This is an optimization exercise on Yosys and OpenROAD, whose aim is small area, not a production implementation.
Function was checked by simulation only, so behaviour that the tests miss may differ from the original.
Power figures rest on the tool's default switching activity, not on a simulated workload.

== v28 ==
// mips_reg_file
module mips_reg_file
#(
    parameter int DATA_W    = mips_pkg::REG_DATA_W,
    parameter int ADDR_W    = mips_pkg::REG_ADDR_W
) (
    input  logic              clk,
    input  logic              rst_n,
    input  logic              regWrite,
    input  logic [ADDR_W-1:0] writeReg,
    input  logic [DATA_W-1:0] writeData,
    input  logic [ADDR_W-1:0] readReg1,
    input  logic [ADDR_W-1:0] readReg2,
    output logic [DATA_W-1:0] readData1,
    output logic [DATA_W-1:0] readData2,
    input  logic [ADDR_W-1:0] dbgAddr,
    output logic [DATA_W-1:0] dbgData,
    output logic [15:0]       writeCount
);
For scale: about 170 I/O pins.
==> flow/config.mk <==
export PLATFORM = sky130hd
export DESIGN_NAME = mips_reg_file
export DESIGN_NICKNAME = mips_reg_file
export VERILOG_FILES = /design/flow/design.v
export SDC_FILE = /design/flow/constraint.sdc
export NUM_CORES = 4
export LEC_CHECK = 0
export CAP_MARGIN = 10
export CELL_PAD_IN_SITES_DETAIL_PLACEMENT = 1
export CORE_MARGIN = 2
export CORE_UTILIZATION = 40
export CTS_BUF_LIST = sky130_fd_sc_hd__clkbuf_8
export CTS_CLUSTER_DIAMETER = 90
export CTS_CLUSTER_SIZE = 14
export PLACE_DENSITY = 0.55
export SETUP_SLACK_MARGIN = 0.2
export SLEW_MARGIN = 10
export SYNTH_HIERARCHICAL = 1
export SYNTH_MINIMUM_KEEP_SIZE = 0
==> flow/constraint.sdc <==
create_clock -name core_clock -period 6.0 [get_ports {clk}]
set_input_delay 1.2000 -clock core_clock [delete_from_list [all_inputs] [get_ports {clk}]]
set_output_delay 1.2000 -clock core_clock [all_outputs]
set_load 0.01 [all_outputs]
standard.sh (not shown) runs the stock make flow with config.mk's settings and CLKGATE_MAP_FILE= SYNTH_SCRIPT=/design/flow/synth_recipe.tcl, a recipe that flattens the netlist after the stock synthesis.
==> flow/flow/run.sh <==
#!/bin/bash
# The standard layout (standard.sh), with the ports buffered by buf_2 cells
# instead of the flow's default delay buffers. ORFS writes each step's log
# under orfs/logs; standard.sh's own output goes to standard.log.
set -euo pipefail
export BUFFER_PORTS_ARGS="-buffer_cell sky130_fd_sc_hd__buf_2"
bash standard.sh > standard.log 2>&1
Input-level comparison between v31 and v28:
Settings: a change of PLACE_DENSITY from 0.55 to 0.58.
### Flow results
On cell internal power dissipation, v28 tracks v31 almost exactly. On combined buffer and inverter count along the critical path, the lower figure sits with v31, not v28. There was hardly any difference in final instance area between v31 and v28. On largest stage delay on the critical path, the higher figure sits with v31, not v28. The overall routed net length reported for v31 is greater than that of v28 by 1.9%. Delta (v31 minus v28): power density of the placed cells rose about 0.34%, power rose 0.31%, pre-CTS setup slack went up by 0.010 ns, final setup skew higher.
Changes in v3 relative to v31:
Settings: swapping 14 for 12 in CTS_CLUSTER_SIZE; swapping 90 for 80 in CTS_CLUSTER_DIAMETER.
## What came out
v3 reports its critical path endpoint as readData1[2] while v31 reports readData1[27]. v31 → v3: total routing resource utilization after global routing shows no meaningful change, worst hold-check slack shows no meaningful change, relative max-transition margin shows an increase of 1.1 points, post-route clock skew shows a reduction of 0.038 ns.

---

## v56
The RTL this note starts from:
==> flow/design.v <==
package mips_pkg;
    localparam int REG_ADDR_W = 5;
    localparam int REG_DATA_W = 32;
    typedef logic [REG_ADDR_W-1:0] reg_addr_t;
    typedef logic [REG_DATA_W-1:0] word_t;
    localparam reg_addr_t REG_ZERO = 5'd0;
    localparam reg_addr_t REG_RA   = 5'd31;
endpackage
module mips_reg_read_port
#(
    parameter int DATA_W = mips_pkg::REG_DATA_W,
    parameter int N      = 31,
    parameter bit BYP    = 1'b1
) (
    input  logic [N-1:0]             sel,
    input  logic                     byp,
    input  logic [DATA_W-1:0]        wr_data,
    input  logic [N-1:0][DATA_W-1:0] words,
    output logic [DATA_W-1:0]        data
);
    for (genvar b = 0; b < DATA_W; b++) begin : g_bit
        localparam int M = BYP ? N + 1 : N;
        logic [M-1:0] s, d;
        for (genvar i = 0; i < N; i++) begin : g_in
            assign s[i] = sel[i];
            assign d[i] = words[i][b];
        end
        if (BYP) begin : g_byp
            assign s[N] = byp;
            assign d[N] = wr_data[b];
        end
        mips_reg_mux_bit #(.N(M)) u_bit (.s(s), .d(d), .y(data[b]));
    end
endmodule
module mips_reg_mux_bit
#(
    parameter int N = 32
) (
    input  logic [N-1:0] s,
    input  logic [N-1:0] d,
    output logic         y
);
    localparam int G3 = N / 3;
    localparam int R  = N - 3 * G3;
    localparam int G  = G3 + (R != 0 ? 1 : 0);
    logic [G-1:0] yn;
    for (genvar g = 0; g < G3; g++) begin : g_grp
        mips_reg_aoi3 u_aoi (.s(s[3*g +: 3]), .d(d[3*g +: 3]), .yn(yn[g]));
    end
    if (R == 2) begin : g_r2
        assign yn[G-1] = ~|(s[N-1 -: 2] & d[N-1 -: 2]);
    end else if (R == 1) begin : g_r1
        assign yn[G-1] = ~(s[N-1] & d[N-1]);
    end
    assign y = ~&yn;
endmodule
module mips_reg_aoi3 (
    input  logic [2:0] s,
    input  logic [2:0] d,
    output logic       yn
);
    assign yn = ~|(s & d);
endmodule
module mips_reg_file
#(
    parameter int DATA_W    = mips_pkg::REG_DATA_W,
    parameter int ADDR_W    = mips_pkg::REG_ADDR_W
) (
    input  logic              clk,
    input  logic              rst_n,
    input  logic              regWrite,
    input  logic [ADDR_W-1:0] writeReg,
    input  logic [DATA_W-1:0] writeData,
    input  logic [ADDR_W-1:0] readReg1,
    input  logic [ADDR_W-1:0] readReg2,
    output logic [DATA_W-1:0] readData1,
    output logic [DATA_W-1:0] readData2,
    input  logic [ADDR_W-1:0] dbgAddr,
    output logic [DATA_W-1:0] dbgData,
    output logic [15:0]       writeCount
);
    localparam int NUM_REGS = 2**ADDR_W;
    localparam int N        = NUM_REGS - 1;
    logic [N-1:0][DATA_W-1:0] mem;
    logic [N-1:0]             valid;
    logic [N-1:0]             we;
    logic                     commit;
    assign commit = regWrite && (writeReg != ADDR_W'(mips_pkg::REG_ZERO));
    always_comb begin
        for (int i = 0; i < N; i++) begin
            we[i] = commit && (writeReg == ADDR_W'(i + 1));
        end
    end
    always_ff @(posedge clk) begin
        for (int i = 0; i < N; i++) begin
            if (we[i]) mem[i] <= writeData;
        end
    end
    always_ff @(posedge clk or negedge rst_n) begin
        if (!rst_n) begin
            valid      <= '0;
            writeCount <= '0;
        end else begin
            for (int i = 0; i < N; i++) begin
                if (we[i]) valid[i] <= 1'b1;
            end
            if (commit) writeCount <= writeCount + 16'd1;
        end
    end
    logic [N-1:0] wsel;
    logic [N-1:0] sel1, sel2, seld;
    logic         byp1, byp2;
    assign byp1 = rst_n && regWrite && (writeReg == readReg1) && (readReg1 != '0);
    assign byp2 = rst_n && regWrite && (writeReg == readReg2) && (readReg2 != '0);
    always_comb begin
        for (int i = 0; i < N; i++) begin
            wsel[i] = regWrite && (writeReg == ADDR_W'(i + 1));
            sel1[i] = valid[i] && !wsel[i] && (readReg1 == ADDR_W'(i + 1));
            sel2[i] = valid[i] && !wsel[i] && (readReg2 == ADDR_W'(i + 1));
            seld[i] = valid[i] && (dbgAddr == ADDR_W'(i + 1));
        end
    end
    mips_reg_read_port #(.DATA_W(DATA_W), .N(N)) u_rd1 (
        .sel(sel1), .byp(byp1), .wr_data(writeData), .words(mem), .data(readData1)
    );
    mips_reg_read_port #(.DATA_W(DATA_W), .N(N)) u_rd2 (
        .sel(sel2), .byp(byp2), .wr_data(writeData), .words(mem), .data(readData2)
    );
    mips_reg_read_port #(.DATA_W(DATA_W), .N(N), .BYP(1'b0)) u_rdd (
        .sel(seld), .byp(1'b0), .wr_data(writeData), .words(mem), .data(dbgData)
    );
endmodule
==> flow/config.mk <==
export PLATFORM = sky130hd
export DESIGN_NAME = mips_reg_file
export DESIGN_NICKNAME = mips_reg_file
export VERILOG_FILES = /design/flow/design.v
export SDC_FILE = /design/flow/constraint.sdc
export NUM_CORES = 4
export LEC_CHECK = 0
export CAP_MARGIN = 10
export CELL_PAD_IN_SITES_DETAIL_PLACEMENT = 1
export CORE_MARGIN = 2
export CORE_UTILIZATION = 40
export CTS_BUF_LIST = sky130_fd_sc_hd__clkbuf_8
export CTS_CLUSTER_DIAMETER = 80
export CTS_CLUSTER_SIZE = 12
export PLACE_DENSITY = 0.5
export SETUP_SLACK_MARGIN = 0.2
export SLEW_MARGIN = 10
export SYNTH_HIERARCHICAL = 1
export SYNTH_MINIMUM_KEEP_SIZE = 0
==> flow/constraint.sdc <==
create_clock -name core_clock -period 6.0 [get_ports {clk}]
set_input_delay 1.2000 -clock core_clock [delete_from_list [all_inputs] [get_ports {clk}]]
set_output_delay 1.2000 -clock core_clock [all_outputs]
set_load 0.01 [all_outputs]
Scripts as last shown in full above: flow/flow/run.sh
v56 completed end to end with timing, DRC and antenna clean.
Input changes introduced in v26 (baseline for comparison: v56):
==> flow/flow/run.sh <==
#!/bin/bash
# The standard layout (standard.sh), with the ports buffered by buf_2 cells
# instead of the flow's default delay buffers, and with power recovery after
# global routing, which downsizes gates that have timing slack to spare.
# ORFS writes each step's log under orfs/logs; standard.sh's own output goes
# to standard.log.
set -euo pipefail
export BUFFER_PORTS_ARGS="-buffer_cell sky130_fd_sc_hd__buf_2"
export RECOVER_POWER=100
bash standard.sh > standard.log 2>&1
diff --git a/flow/config.mk b/flow/config.mk
--- a/flow/config.mk
+++ b/flow/config.mk
@@ -8 +8 @@
-export CAP_MARGIN = 10
+export CAP_MARGIN = 20
@@ -12,3 +12,3 @@
-export CTS_BUF_LIST = sky130_fd_sc_hd__clkbuf_8
-export CTS_CLUSTER_DIAMETER = 80
-export CTS_CLUSTER_SIZE = 12
+export CTS_BUF_LIST = sky130_fd_sc_hd__clkbuf_16
+export CTS_CLUSTER_DIAMETER = 100
+export CTS_CLUSTER_SIZE = 20
@@ -17 +17 @@
-export SLEW_MARGIN = 10
+export SLEW_MARGIN = 20
## What came out
- Every stage of v26 finished as expected; the final checks, on the other hand, flagged max-capacitance violations, max-slew violations, negative setup slack, which means the layout fails.
- Run comparison: v56 worst min-delay path class in -> async; v26 worst min-delay path class reg -> reg
- Run comparison: v56 termination of the worst setup path readData1[3]; v26 termination of the worst setup path dbgData[3]
- Changes observed in v26 relative to v56: cell area shrank by about 1.1%; share of the clock period used by the worst path up 4.9 points; fraction of area in clock buffers and inverters closely matched the old numbers; critical path depth now smaller.
--- input diff v26..v23 ---
==> flow/flow/run.sh <==
#!/bin/bash
# The standard layout (standard.sh), with the ports buffered by buf_2 cells
# instead of the flow's default delay buffers. ORFS writes each step's log
# under orfs/logs; standard.sh's own output goes to standard.log.
set -euo pipefail
export BUFFER_PORTS_ARGS="-buffer_cell sky130_fd_sc_hd__buf_2"
bash standard.sh > standard.log 2>&1
==> comparison <==
- Any difference in detailed-route via count between v26 and v23 is small enough to ignore.
- Compared v26 against v23; number of instances in the synthesized netlist within noise.
- Class of the worst hold path = reg -> reg: v26; class of the worst hold path = in -> async: v23
- v23: no failed stages, no open violations at the end
- The violation count after the first detailed-route iteration of v23 was inferior to that of v26.
- On maximum VDD drop, the lower figure sits with v26, not v23.
- Combinational group share of total power (higher): v23

[what the ideal ports hide]
Ports are ideal in the flow. The routed layouts listed here were re-timed in OpenROAD.
Step 1: set_driving_cell puts a clkbuf_16 on clk and a buf_2 on each other input, an assumption about the parent block.
Step 2 adds t to the input delays and takes it off the output delays; t is the mean of the earliest and latest rising clock arrival at the registers after step 1. Input paths then give back, and output paths get back, about the clock's delay inside the block.
a / b / c = no drivers / after step 1 / after step 2; a / b = the first two.
| run | t, ns | slack for setup (ns) | hold slack, ns | worst setup path at the end | max-slew violations |
|---|---|---|---|---|---|
| v28 | 0.839 | 0.125 / 0.104 / 0.104 | 0.496 / 0.496 / 0.496 | input to output | 0 / 0 |
| v31 | 0.871 | 0.184 / 0.152 / 0.152 | 0.502 / 0.484 / 0.502 | input to output | 0 / 0 |
| v3 | 0.879 | 0.178 / 0.149 / 0.149 | 0.501 / 0.494 / 0.501 | input to output | 0 / 0 |
| v56 | 0.895 | 0.213 / 0.136 / 0.136 | 0.285 / 0.266 / 0.477 | input to output | 0 / 0 |
| v26 | 0.801 | -0.081 / -0.141 / -0.496 | 0.481 / 0.481 / 0.481 | input to register | 1154 / 1155 |
| v23 | 0.798 | 0.196 / 0.162 / 0.162 | 0.384 / 0.358 / 0.481 | input to output | 0 / 0 |
With drivers on, slew violations rise in v26. The setup slack of v26, which loses most, moves by -0.060 ns with the drivers and by -0.415 ns with both steps.
